Source: an optimization exercise on an open RTL-to-GDS flow (aim: small area, a short achievable clock period and few clock cycles per item). Production flows keep margins and buffers that such runs may drop. Only simulation tests tie the RTL to the original design; equivalence was not proved. Power figures rest on the tool's default switching activity, not on a simulated workload.

## fp_add_top
module fp_add_top (
    input  logic        sys_clk,
    input  logic        sys_rst_n,
    input  logic [31:0] data1_in,
    input  logic [31:0] data2_in,
    input  logic        op,
    input  logic        trig,
    output logic [31:0] data_out,
    output logic        vld
);
Size in the first run: ~2300 cells after synthesis, ~99 flip-flops, roughly 100 I/O pins, roughly 13000 µm² of cells after synthesis.
export LEC_CHECK = 0
export ABC_AREA = 1
export CAP_MARGIN = 20
export CORE_MARGIN = 2
export CORE_UTILIZATION = 40
export SETUP_SLACK_MARGIN = 1.3
export SLEW_MARGIN = 20
create_clock -name core_clock -period 6.0 [get_ports {sys_clk}]
standard.sh (not shown) runs the stock make flow with config.mk's settings and CLKGATE_MAP_FILE= SYNTH_SCRIPT=/design/flow/synth_recipe.tcl, a recipe that flattens the netlist after the stock synthesis.
==> flow/flow/run.sh <==
#!/bin/bash
# Standard layout, with plain buffers on the ports instead of the delay
# cells the port buffering picks by default.
set -euo pipefail
bash standard.sh BUFFER_PORTS_ARGS="-buffer_cell sky130_fd_sc_hd__buf_1" SKIP_GATE_CLONING=1 finish > standard.log 2>&1
The starting point completed with no timing, DRC or antenna violations.
Testbench counts at the start, summed over its fixed seeds: cycles 16,000, items 8,000.
==> next run, changes <==
Settings changed: SETUP_SLACK_MARGIN 1.3 to 1.5.
Routed wire length fell by 0.80%.
Final area rose by 2.2%.
Die area is unchanged.
Power rose by 2.6%.
First-iteration DRC count fell by 5.3%.


## job 1393
Starting RTL as in the previous note.
clock: 6.0 ns
lec_check: 0
abc_area: 1
cap_margin: 20
core_margin: 2
core_utilization: 40
setup_slack_margin: 1.4
slew_margin: 20
Scripts as last shown in full above: flow/flow/run.sh
Job 1393 has completed all stages; timing, DRC and antenna checks passed.
Testbench counts of job 1393, summed over its fixed seeds: cycles 16,000, items 8,000.
Input changes introduced in job 8382 (baseline for comparison: job 1393):
# job 1393
export LEC_CHECK = 0
export ABC_AREA = 1
export CAP_MARGIN = 20
export CORE_MARGIN = 2
export CORE_UTILIZATION = 40
export SETUP_SLACK_MARGIN = 1.4
export SLEW_MARGIN = 20
create_clock -name core_clock -period 6.0 [get_ports {sys_clk}]
# job 8382
export LEC_CHECK = 0
export ABC_AREA = 1
export CAP_MARGIN = 20
export CORE_MARGIN = 2
export CORE_UTILIZATION = 40
export SETUP_SLACK_MARGIN = 1.75
export SLEW_MARGIN = 20
create_clock -name core_clock -period 6.0 [get_ports {sys_clk}]
==> flow/flow/run.sh <==
#!/bin/bash
# Standard layout, with plain buffers on the ports instead of the delay
# cells the port buffering picks by default.
set -euo pipefail
bash standard.sh BUFFER_PORTS_ARGS="-buffer_cell sky130_fd_sc_hd__buf_1" finish > standard.log 2>&1
### Flow results
- Job 8382 did not stop at any stage, and its layout met the timing, DRC and antenna checks.
- Job 8382 vs job 1393 — largest driver fanout on the critical path dropped 2.
- Arrival time reported for the critical path endpoint (higher): job 1393
- Compared to job 1393, job 8382 has share of cell area taken by flip-flops and latches 0.68 points lower.
- Against job 1393, the final cell area of job 8382 is higher.
- In job 8382, the routed metal-1 wire length came out about 3% above the value in job 1393.
- Job 8382: pin count of the biggest net entering global routing is about 11% higher than what job 1393 reported.
- When job 8382 is set beside job 1393, its inverter count turns out to be 1 larger.
- Of job 1393 and job 8382, the run reporting the higher delay of the slowest critical-path stage was job 8382.
- Total met2 wirelength after detailed routing in job 8382 vs job 1393: up 2000 um
- Going from job 1393 to job 8382, the setup slack was found to have gone up by 0.15 ns.
> inputs changed (job 8382 -> job 789)
# job 8382
export LEC_CHECK = 0
export ABC_AREA = 1
export CAP_MARGIN = 20
export CORE_MARGIN = 2
export CORE_UTILIZATION = 40
export SETUP_SLACK_MARGIN = 1.75
export SLEW_MARGIN = 20
create_clock -name core_clock -period 6.0 [get_ports {sys_clk}]
# job 789
export LEC_CHECK = 0
export ABC_AREA = 1
export CAP_MARGIN = 20
export CORE_MARGIN = 2
export CORE_UTILIZATION = 40
export SETUP_SLACK_MARGIN = 1.5
export SLEW_MARGIN = 20
create_clock -name core_clock -period 6.0 [get_ports {sys_clk}]
==> flow/flow/run.sh <==
#!/bin/bash
# Standard layout with three changes:
#  - synthesis maps the logic with the ABC script in flow/abc_area.script;
#  - synthesis leaves the adders to ABC instead of extracting full and half
#    adder cells first (flow/synth_no_fa.py edits a copy of synth.tcl);
#    the registers are mapped before either step, so they are the standard
#    ones;
#  - plain buffers on the ports instead of the delay cells the port
#    buffering picks by default.
# Both script changes go into a copy of ORFS's scripts folder.
set -euo pipefail
here=$(pwd)
rm -rf "$here/scripts"
cp -r "$FLOW_HOME/scripts" "$here/scripts"
cp "$here/flow/abc_area.script" "$here/scripts/abc_area.script"
python3 "$here/flow/synth_no_fa.py" "$here/scripts/synth.tcl" > synth_no_fa.log 2>&1
bash standard.sh SCRIPTS_DIR="$here/scripts" \
    BUFFER_PORTS_ARGS="-buffer_cell sky130_fd_sc_hd__buf_1" finish > standard.log 2>&1
==> flow/flow/abc_area.script (new file) <==
strash
dch
map -a
topo
stime -c
buffer -c
upsize -c
dnsize -c
==> flow/flow/synth_no_fa.py (new file) <==
# Removes the full/half adder extraction from a copy of ORFS's synth.tcl.
import sys

path = sys.argv[1]
text = open(path).read()
old = """  # extract the full adders
  extract_fa {*}[dont_use_extract_fa_args]
  dont_use_lower_left_out_adders
  # map full adders
  techmap -map $::env(ADDER_MAP_FILE)
  techmap"""
if old not in text:
    sys.exit("adder extraction block not found in " + path)
open(path, "w").write(text.replace(old, "  techmap"))
print("removed adder extraction from", path)
==> run notes <==
For the clock network power share, job 789 came in 1.3 points higher than job 8382 did. Met2 layer usage reported by global route, job 789 and job 8382: higher on job 8382. Compared with job 8382, job 789 shows a fraction of area in multi-input gates that is 4.9 points lower. Est. power | job 789 vs job 8382 | job 789 lower. Fmax shrinks by a few percent when moving from job 8382 to job 789. Changes observed in job 789 relative to job 8382: internal power consumption saw little to no change, synthesized cell count saw a decrease.
### job 789 -> job 6266
==> flow/flow/run.sh <==
#!/bin/bash
# Standard layout with two changes:
#  - synthesis maps the logic with the ABC script in flow/abc_area.script
#    (a copy of ORFS's scripts folder with only that file replaced); the
#    registers are mapped before ABC runs, so they are the standard ones;
#  - plain buffers on the ports instead of the delay cells the port
#    buffering picks by default.
set -euo pipefail
here=$(pwd)
rm -rf "$here/scripts"
cp -r "$FLOW_HOME/scripts" "$here/scripts"
cp "$here/flow/abc_area.script" "$here/scripts/abc_area.script"
bash standard.sh SCRIPTS_DIR="$here/scripts" \
    BUFFER_PORTS_ARGS="-buffer_cell sky130_fd_sc_hd__buf_1" finish > standard.log 2>&1
removed: flow/flow/synth_no_fa.py
==> comparison <==
Job 6266 vs job 789 — tap cell instance count climbed slightly
Compared to job 789, job 6266 shows a wider setup margin.
First-iteration DRC count, job 6266 vs job 789: down by more than a quarter
Delta (job 6266 minus job 789): shortest period the worst path allows has decreased; post-cts sizing count has increased; delay contributed by the slowest stage of the critical path has increased; cell depth of the worst hold path has increased.
Job 6266 vs job 789, synthesized instance count went down by 116.
Of the two candidates, job 789 has the better synthesized area and job 6266 the worse one.
Number of multi-input combinational cells for job 6266 is lower than for job 789.
Pin count of the biggest net entering global routing (lower): job 6266
Of the two values seen for last element of the critical path, data_out[30] was produced by job 6266 and data_out[9] by job 789.

separate check: timing with driven ports:
Ports are ideal in the flow. The routed layouts listed here were re-timed in OpenROAD. Step 1 (the two cells are an assumption about what drives the block):
set clk [get_ports {sys_clk}]
set_driving_cell -lib_cell sky130_fd_sc_hd__clkbuf_16 $clk
set_driving_cell -lib_cell sky130_fd_sc_hd__buf_2 [delete_from_list [all_inputs] $clk]
Step 2, shift: input delay + t, output delay - t, t = (earliest + latest rising clock arrival at the registers) / 2. This alone moves slack from input paths to output paths. Three values: ideal ports, drivers, drivers and shift; two values: the first two.
run	shift t [ns]	slack for setup (ns)	hold slack, ns
the first run of note 1	0.409	1.479 / 1.479 / 1.225	0.482 / 0.482 / 0.482
the second run of note 1	0.409	1.669 / 1.669 / 1.343	0.475 / 0.475 / 0.475
job 1393	0.405	1.517 / 1.517 / 1.274	0.475 / 0.475 / 0.475
job 8382	0.408	1.671 / 1.671 / 1.455	0.478 / 0.478 / 0.478
job 789	0.413	1.347 / 1.347 / 1.045	0.489 / 0.489 / 0.489
job 6266	0.413	1.354 / 1.354 / 1.018	0.513 / 0.513 / 0.513
After both steps every run listed still meets setup and hold. The setup slack of job 6266, which loses most, moves by 0.000 ns with the drivers and by -0.336 ns with both steps.
